From an optimization exercise on the open Yosys and OpenROAD flow, aimed at small area, a short achievable clock period and few clock cycles; shortcuts taken in it are not production practice.
RTL that was checked went through simulation tests only; none was proved equivalent to the original.
Power and IR drop assume default switching activity.

==> flow/design.v <==
package adc_pkg;
	typedef struct packed {
		logic [8-1:0] frame;
		logic [8-1:0] ch0_a;
		logic [8-1:0] ch0_b;
		logic [8-1:0] ch1_a;
		logic [8-1:0] ch1_b;
	} lane_words_t;
	typedef struct packed {
		logic [16-1:0] ch0;
		logic [16-1:0] ch1;
	} sample_pair_t;
	typedef enum logic [1:0] {
		ALIGN_IDLE,
		ALIGN_CHECK,
		ALIGN_WAIT,
		ALIGN_LOCKED
	} align_state_e;
	typedef enum logic [1:0] {
		CAP_IDLE,
		CAP_RUN,
		CAP_DONE
	} cap_state_e;
endpackage
package host_pkg;
	typedef enum logic [1:0] {
		CMD_WRITE_CTRL,
		CMD_READ_STATUS,
		CMD_READ_SAMPLE
	} host_cmd_e;
	typedef struct packed {
		host_cmd_e cmd;
		logic [6-1:0] addr;
		logic [31:0] wdata;
	} host_req_t;
	typedef struct packed {
		logic [31:0] rdata;
	} host_rsp_t;
	typedef struct packed {
		logic adc_enable;
		logic capture_enable;
	} ctrl_t;
	typedef struct packed {
		logic frame_valid;
		logic [2:0] bitslip_count;
		logic [1:0] cap_state;   
		logic adc_enable;
		logic capture_enable;
	} status_t;
endpackage
`timescale 1ns/1ps
module adc_capture_top (
	input  logic        data_clk_div,
	input  logic        rst_n,
	input  logic [39:0] lanes,
	input  logic [39:0] host_req,
	input  logic        host_req_valid,
	output logic        host_ack,
	output logic [31:0] host_rsp
);
	localparam int DW = 2*16;
	localparam int N  = 64;
	localparam int AW = 6;
	function automatic logic [8-1:0] slip(input logic [8-1:0] b,
			input logic [2:0] n);
		logic [2*8-1:0] dbl;
		dbl = {b, b} >> n;
		slip = dbl[8-1:0];
	endfunction
	adc_pkg::lane_words_t lanes_s;
	host_pkg::host_req_t  req;
	assign lanes_s = lanes;
	assign req     = host_req;
	logic          ack;
	logic          adc_en, cap_en;
	logic [6:0]    cnt;           
	logic          cap_sh;        
	logic          sh;            
	logic          rd_done;       
	logic [AW-1:0] ptr;           
	logic [AW-1:0] ptr_nx;        
	logic          frame_valid;
	logic [2:0]    bitslip;
	logic [DW-1:0] rsp;
	logic [DW*N-1:0] ring;
	logic is_wr, is_st, is_rd;
	logic cap_active, hit, ready, rise, arm;
	assign is_wr = (req.cmd == 2'd0);
	assign is_st = (req.cmd == 2'd1);
	assign is_rd = (req.cmd == 2'd2);
	assign cap_active = cap_en & ~cnt[6];
	assign ptr_nx = cap_sh ? '0 : (ptr + AW'(sh));
	assign hit    = (ptr_nx == req.addr);
	assign ready  = ~is_rd | cap_active | hit;
	assign rise   = host_req_valid & ~ack & ready;
	assign arm    = rise & is_wr & req.wdata[0] & ~cap_en;
	logic [7:0] m;
	always_comb begin
		for (int s = 0; s < 8; s++)
			m[s] = (slip(lanes_s.frame, 3'(s)) == 8'b1111_0000);
	end
	always_ff @(posedge data_clk_div or negedge rst_n) begin
		if (!rst_n) begin
			frame_valid <= 1'b0;
			bitslip <= '0;
		end else begin
			frame_valid <= adc_en & (|m);
			bitslip <= adc_en ? {m[4] | m[5] | m[6] | m[7],
			                     m[2] | m[3] | m[6] | m[7],
			                     m[1] | m[3] | m[5] | m[7]} : 3'd0;
		end
	end
	always_ff @(posedge data_clk_div or negedge rst_n) begin
		if (!rst_n) begin
			ack <= 1'b0;
			adc_en <= 1'b0;
			cap_en <= 1'b0;
			cap_sh <= 1'b0;
			sh <= 1'b0;
			rd_done <= 1'b0;
			ptr <= '0;
		end else begin
			ack <= host_req_valid & (ack | ready);
			if (rise & is_wr) begin
				adc_en <= req.wdata[1];
				cap_en <= req.wdata[0];
			end
			cap_sh <= arm | (cap_en & (cnt < 7'd63));
			sh <= arm | (cap_en & (cnt < 7'd63)) | rd_done |
			      (host_req_valid & ~ack & is_rd & ~cap_active & ~hit);
			rd_done <= rise & is_rd;
			ptr <= ptr_nx;
		end
	end
	always_ff @(posedge data_clk_div) begin
		if (arm)
			cnt <= '0;
		else if (cap_active)
			cnt <= cnt + 7'd1;
	end
	always_ff @(posedge data_clk_div) begin
		if (sh)
			ring <= {ring[DW*(N-1)-1:0],
			         cap_sh ? {slip(lanes_s.ch0_a, bitslip), slip(lanes_s.ch0_b, bitslip),
			                   slip(lanes_s.ch1_a, bitslip), slip(lanes_s.ch1_b, bitslip)}
			                : ring[DW*N-1 -: DW]};
	end
	host_pkg::status_t status;
	always_comb begin
		status.frame_valid = frame_valid;
		status.bitslip_count = bitslip;
		status.cap_state = ~cap_en ? 2'd0 : ((cnt[6] | (&cnt[5:0])) ? 2'd2 : 2'd1);
		status.adc_enable = adc_en;
		status.capture_enable = cap_en;
	end
	always_ff @(posedge data_clk_div) begin
		if (!ack)
			rsp <= is_rd ? (sh ? ring[DW*(N-1)-1 -: DW] : ring[DW*N-1 -: DW]) :
			       is_st ? DW'(status) : '0;
	end
	assign host_ack = ack;
	assign host_rsp = rsp;
endmodule
clock: 4.0 ns
lec_check: 0
cap_margin: 20
core_margin: 2
core_utilization: 55
cts_cluster_diameter: 100
cts_cluster_size: 25
setup_slack_margin: 2.0
slew_margin: 20
run.sh (not shown) runs the stock make flow with config.mk's settings and CLKGATE_MAP_FILE= SYNTH_SCRIPT=/design/flow/synth_recipe.tcl, a recipe that flattens the netlist after the stock synthesis.
Next try:
--- a/flow/design.v
+++ b/flow/design.v
@@ -74,28 +74,31 @@
 	logic          ack;
 	logic          adc_en, cap_en;
 	logic [6:0]    cnt;           
 	logic          cap_sh;        
 	logic          sh;            
-	logic          rd_done;       
-	logic [AW-1:0] ptr;           
-	logic [AW-1:0] ptr_nx;        
+	logic [AW-1:0] pn;            
+	logic          rd_q;          
+	logic          st_q;          
+	logic [7:0]    st_snap;       
 	logic          frame_valid;
 	logic [2:0]    bitslip;
 	logic [DW-1:0] rsp;
 	logic [DW*N-1:0] ring;
 	logic is_wr, is_st, is_rd;
-	logic cap_active, hit, ready, rise, arm;
+	logic cap_active, hit, ready, rise, arm, rd_ok, cap_sh_d, turn;
 	assign is_wr = (req.cmd == 2'd0);
 	assign is_st = (req.cmd == 2'd1);
 	assign is_rd = (req.cmd == 2'd2);
 	assign cap_active = cap_en & ~cnt[6];
-	assign ptr_nx = cap_sh ? '0 : (ptr + AW'(sh));
-	assign hit    = (ptr_nx == req.addr);
+	assign hit    = (req.addr == pn);
+	assign rd_ok  = is_rd & ~cap_active;
 	assign ready  = ~is_rd | cap_active | hit;
 	assign rise   = host_req_valid & ~ack & ready;
 	assign arm    = rise & is_wr & req.wdata[0] & ~cap_en;
+	assign cap_sh_d = arm | (cap_en & (cnt < 7'd63));
+	assign turn   = (ack & ~host_req_valid & rd_q) | (host_req_valid & ~ack & rd_ok & ~hit);
 	logic [7:0] m;
 	always_comb begin
 		for (int s = 0; s < 8; s++)
 			m[s] = (slip(lanes_s.frame, 3'(s)) == 8'b1111_0000);
 	end
@@ -115,23 +118,24 @@
 			ack <= 1'b0;
 			adc_en <= 1'b0;
 			cap_en <= 1'b0;
 			cap_sh <= 1'b0;
 			sh <= 1'b0;
-			rd_done <= 1'b0;
-			ptr <= '0;
+			rd_q <= 1'b0;
+			pn <= '0;
 		end else begin
 			ack <= host_req_valid & (ack | ready);
 			if (rise & is_wr) begin
 				adc_en <= req.wdata[1];
 				cap_en <= req.wdata[0];
 			end
-			cap_sh <= arm | (cap_en & (cnt < 7'd63));
-			sh <= arm | (cap_en & (cnt < 7'd63)) | rd_done |
-			      (host_req_valid & ~ack & is_rd & ~cap_active & ~hit);
-			rd_done <= rise & is_rd;
-			ptr <= ptr_nx;
+			cap_sh <= cap_sh_d;
+			sh <= cap_sh_d | turn;
+			if (rise) begin
+				rd_q <= rd_ok;
+			end
+			pn <= cap_sh_d ? '0 : (turn ? pn + 1'b1 : pn);
 		end
 	end
 	always_ff @(posedge data_clk_div) begin
 		if (arm)
 			cnt <= '0;
@@ -152,12 +156,20 @@
 		status.cap_state = ~cap_en ? 2'd0 : ((cnt[6] | (&cnt[5:0])) ? 2'd2 : 2'd1);
 		status.adc_enable = adc_en;
 		status.capture_enable = cap_en;
 	end
 	always_ff @(posedge data_clk_div) begin
-		if (!ack)
-			rsp <= is_rd ? (sh ? ring[DW*(N-1)-1 -: DW] : ring[DW*N-1 -: DW]) :
+		if (!ack) begin
+			st_q <= is_st;
+			st_snap <= status;
+		end
+	end
+	always_ff @(posedge data_clk_div) begin
+		if (ack)
+			rsp <= rd_q ? ring[DW*N-1 -: DW] : st_q ? DW'(st_snap) : '0;
+		else
+			rsp <= rd_ok ? (sh ? ring[DW*(N-1)-1 -: DW] : ring[DW*N-1 -: DW]) :
 			       is_st ? DW'(status) : '0;
 	end
 	assign host_ack = ack;
 	assign host_rsp = rsp;
 endmodule
Effect: Utilization drops by 0.40 points; non-clock buffer count drops by 8; power drops by 27%; sequential share of layout area climbs by 0.55 points; final cell count climbs by 0.33%; clock-buffer cell count climbs by 23; worst setup slack is better by 0.21 ns; register-to-register slack is better by 0.34 ns; wire length drops by 4.0%; area after synthesis barely changes; sequential power drops by 28%.
Testbench counts after the change, summed over its fixed seeds: cycles 9,504.
For the first run of this note, only the layout was checked, not whether the RTL still works.


adc_capture_top, a different RTL version from the one above (not shown whole).
For scale: about 2400 cells after synthesis, roughly 2100 flip-flops, ~65000 sq um of cells after synthesis.
==> module adc_capture_top, before the edit <==
module adc_capture_top (
	input  logic        data_clk_div,
	input  logic        rst_n,
	input  logic [39:0] lanes,
	input  logic [39:0] host_req,
	input  logic        host_req_valid,
	output logic        host_ack,
	output logic [31:0] host_rsp
);
	localparam int DW = 2*16;
	localparam int N  = 64;
	localparam int AW = 6;
	function automatic logic [8-1:0] slip(input logic [8-1:0] b,
			input logic [2:0] n);
		logic [2*8-1:0] dbl;
		dbl = {b, b} >> n;
		slip = dbl[8-1:0];
	endfunction
	adc_pkg::lane_words_t lanes_s;
	host_pkg::host_req_t  req;
	assign lanes_s = lanes;
	assign req     = host_req;
	logic          ack;
	logic          adc_en, cap_en;
	logic [6:0]    cnt;           
	logic          cap_sh;        
	logic          sh;            
	logic [AW-1:0] ptr;           
	logic [AW-1:0] ptr_p1;
	logic          rd_q;          
	logic          st_q;          
	logic [7:0]    st_snap;       
	logic          frame_valid;
	logic [2:0]    bitslip;
	logic [DW-1:0] rsp;
	logic [DW*N-1:0] ring;
	logic is_wr, is_st, is_rd;
	logic cap_active, hit, ready, rise, arm, rd_ok;
	assign is_wr = (req.cmd == 2'd0);
	assign is_st = (req.cmd == 2'd1);
	assign is_rd = (req.cmd == 2'd2);
	assign cap_active = cap_en & ~cnt[6];
	assign ptr_p1 = ptr + 1'b1;
	assign hit    = cap_sh ? (req.addr == '0) :
	                sh     ? (req.addr == ptr_p1) : (req.addr == ptr);
	assign rd_ok  = is_rd & ~cap_active;
	assign ready  = ~is_rd | cap_active | hit;
	assign rise   = host_req_valid & ~ack & ready;
	assign arm    = rise & is_wr & req.wdata[0] & ~cap_en;
	logic [7:0] m;
	always_comb begin
		for (int s = 0; s < 8; s++)
			m[s] = (slip(lanes_s.frame, 3'(s)) == 8'b1111_0000);
	end
	always_ff @(posedge data_clk_div or negedge rst_n) begin
		if (!rst_n) begin
			frame_valid <= 1'b0;
			bitslip <= '0;
		end else begin
			frame_valid <= adc_en & (|m);
			bitslip <= adc_en ? {m[4] | m[5] | m[6] | m[7],
			                     m[2] | m[3] | m[6] | m[7],
			                     m[1] | m[3] | m[5] | m[7]} : 3'd0;
		end
	end
	always_ff @(posedge data_clk_div or negedge rst_n) begin
		if (!rst_n) begin
			ack <= 1'b0;
			adc_en <= 1'b0;
			cap_en <= 1'b0;
			cap_sh <= 1'b0;
			sh <= 1'b0;
			rd_q <= 1'b0;
			ptr <= '0;
		end else begin
			ack <= host_req_valid & (ack | ready);
			if (rise & is_wr) begin
				adc_en <= req.wdata[1];
				cap_en <= req.wdata[0];
			end
			cap_sh <= arm | (cap_en & (cnt < 7'd63));
			sh <= arm | (cap_en & (cnt < 7'd63)) | (ack & ~host_req_valid & rd_q) |
			      (host_req_valid & ~ack & rd_ok & ~hit);
			if (rise) begin
				rd_q <= rd_ok;
			end
			ptr <= cap_sh ? '0 : (sh ? ptr_p1 : ptr);
		end
	end
	always_ff @(posedge data_clk_div) begin
		if (arm)
			cnt <= '0;
		else if (cap_active)
			cnt <= cnt + 7'd1;
	end
	always_ff @(posedge data_clk_div) begin
		if (sh)
			ring <= {ring[DW*(N-1)-1:0],
			         cap_sh ? {slip(lanes_s.ch0_a, bitslip), slip(lanes_s.ch0_b, bitslip),
			                   slip(lanes_s.ch1_a, bitslip), slip(lanes_s.ch1_b, bitslip)}
			                : ring[DW*N-1 -: DW]};
	end
	host_pkg::status_t status;
	always_comb begin
		status.frame_valid = frame_valid;
		status.bitslip_count = bitslip;
		status.cap_state = ~cap_en ? 2'd0 : ((cnt[6] | (&cnt[5:0])) ? 2'd2 : 2'd1);
		status.adc_enable = adc_en;
		status.capture_enable = cap_en;
	end
	always_ff @(posedge data_clk_div) begin
		if (!ack) begin
			st_q <= is_st;
			st_snap <= status;
		end
	end
	always_ff @(posedge data_clk_div) begin
		if (ack)
			rsp <= rd_q ? ring[DW*N-1 -: DW] : st_q ? DW'(st_snap) : '0;
		else
			rsp <= rd_ok ? (sh ? ring[DW*(N-1)-1 -: DW] : ring[DW*N-1 -: DW]) :
			       is_st ? DW'(status) : '0;
	end
	assign host_ack = ack;
	assign host_rsp = rsp;
endmodule
Settings: LEC_CHECK=0, CAP_MARGIN=20, CORE_MARGIN=2, CORE_UTILIZATION=55, CTS_CLUSTER_DIAMETER=80, CTS_CLUSTER_SIZE=20, SETUP_SLACK_MARGIN=2.2, SLEW_MARGIN=20; clock period 4.0 ns.
Edit:
--- a/flow/design.v
+++ b/flow/design.v
@@ -73,34 +73,33 @@
 	assign req     = host_req;
 	logic          ack;
 	logic          adc_en, cap_en;
 	logic [6:0]    cnt;           
 	logic          cap_sh;        
 	logic          sh;            
-	logic [AW-1:0] ptr;           
-	logic [AW-1:0] ptr_p1;
+	logic [AW-1:0] pn;            
 	logic          rd_q;          
 	logic          st_q;          
 	logic [7:0]    st_snap;       
 	logic          frame_valid;
 	logic [2:0]    bitslip;
 	logic [DW-1:0] rsp;
 	logic [DW*N-1:0] ring;
 	logic is_wr, is_st, is_rd;
-	logic cap_active, hit, ready, rise, arm, rd_ok;
+	logic cap_active, hit, ready, rise, arm, rd_ok, cap_sh_d, turn;
 	assign is_wr = (req.cmd == 2'd0);
 	assign is_st = (req.cmd == 2'd1);
 	assign is_rd = (req.cmd == 2'd2);
 	assign cap_active = cap_en & ~cnt[6];
-	assign ptr_p1 = ptr + 1'b1;
-	assign hit    = cap_sh ? (req.addr == '0) :
-	                sh     ? (req.addr == ptr_p1) : (req.addr == ptr);
+	assign hit    = (req.addr == pn);
 	assign rd_ok  = is_rd & ~cap_active;
 	assign ready  = ~is_rd | cap_active | hit;
 	assign rise   = host_req_valid & ~ack & ready;
 	assign arm    = rise & is_wr & req.wdata[0] & ~cap_en;
+	assign cap_sh_d = arm | (cap_en & (cnt < 7'd63));
+	assign turn   = (ack & ~host_req_valid & rd_q) | (host_req_valid & ~ack & rd_ok & ~hit);
 	logic [7:0] m;
 	always_comb begin
 		for (int s = 0; s < 8; s++)
 			m[s] = (slip(lanes_s.frame, 3'(s)) == 8'b1111_0000);
 	end
 	always_ff @(posedge data_clk_div or negedge rst_n) begin
@@ -119,26 +118,25 @@
 			ack <= 1'b0;
 			adc_en <= 1'b0;
 			cap_en <= 1'b0;
 			cap_sh <= 1'b0;
 			sh <= 1'b0;
 			rd_q <= 1'b0;
-			ptr <= '0;
+			pn <= '0;
 		end else begin
 			ack <= host_req_valid & (ack | ready);
 			if (rise & is_wr) begin
 				adc_en <= req.wdata[1];
 				cap_en <= req.wdata[0];
 			end
-			cap_sh <= arm | (cap_en & (cnt < 7'd63));
-			sh <= arm | (cap_en & (cnt < 7'd63)) | (ack & ~host_req_valid & rd_q) |
-			      (host_req_valid & ~ack & rd_ok & ~hit);
+			cap_sh <= cap_sh_d;
+			sh <= cap_sh_d | turn;
 			if (rise) begin
 				rd_q <= rd_ok;
 			end
-			ptr <= cap_sh ? '0 : (sh ? ptr_p1 : ptr);
+			pn <= cap_sh_d ? '0 : (turn ? pn + 1'b1 : pn);
 		end
 	end
 	always_ff @(posedge data_clk_div) begin
 		if (arm)
 			cnt <= '0;
 		else if (cap_active)
=> Setup slack gets better by 0.011 ns. Wire length decreases by 0.66%. Sequential share of layout area decreases by 0.35 points. Synthesized area is higher by 0.31%. Via count goes up by 1.3%. Clock-buffer cell count is lower by 2. Final cell count rises by 0.44%. Worst hold slack is better by 0.056 ns. Fmax goes up by 0.56%. Flip-flop and latch count stays the same. Non-clock buffer count increases by 9. Clock power is about the same.
Testbench counts after the change, summed over its fixed seeds: cycles 9,504.
The RTL of the first run of this note was laid out without a check of its function.

==> separate check: timing with driven ports <==
Ports are ideal in the flow. The routed layouts listed here were re-timed in OpenROAD. Step 1: set_driving_cell puts a clkbuf_16 on data_clk_div and a buf_2 on each other input, an assumption about the parent block. Step 2 adds t to the input delays and takes it off the output delays; t is the mean of the earliest and latest rising clock arrival at the registers after step 1. Input paths then give back, and output paths get back, about the clock's delay inside the block. a / b / c = ideal / step 1 / step 2; a / b = the first two.
| run | shift t [ns] | slack for setup (ns) | cell pins on the clock port's net |
|---|---|---|---|
| the first run of note 1 | 0.744 | 1.726 / 1.656 / 1.352 | 1 |
| the second run of note 1 | 0.752 | 1.935 / 1.864 / 1.346 | 1 |
| the first run of note 2 | 0.767 | 1.930 / 1.897 / 1.204 | 1 |
| the second run of note 2 | 0.763 | 1.942 / 1.869 / 1.548 | 1 |
After both steps every run listed still meets setup and hold. For the first run of note 2, which loses most, drivers alone change the setup slack by -0.033 ns; drivers and shift together by -0.726 ns.
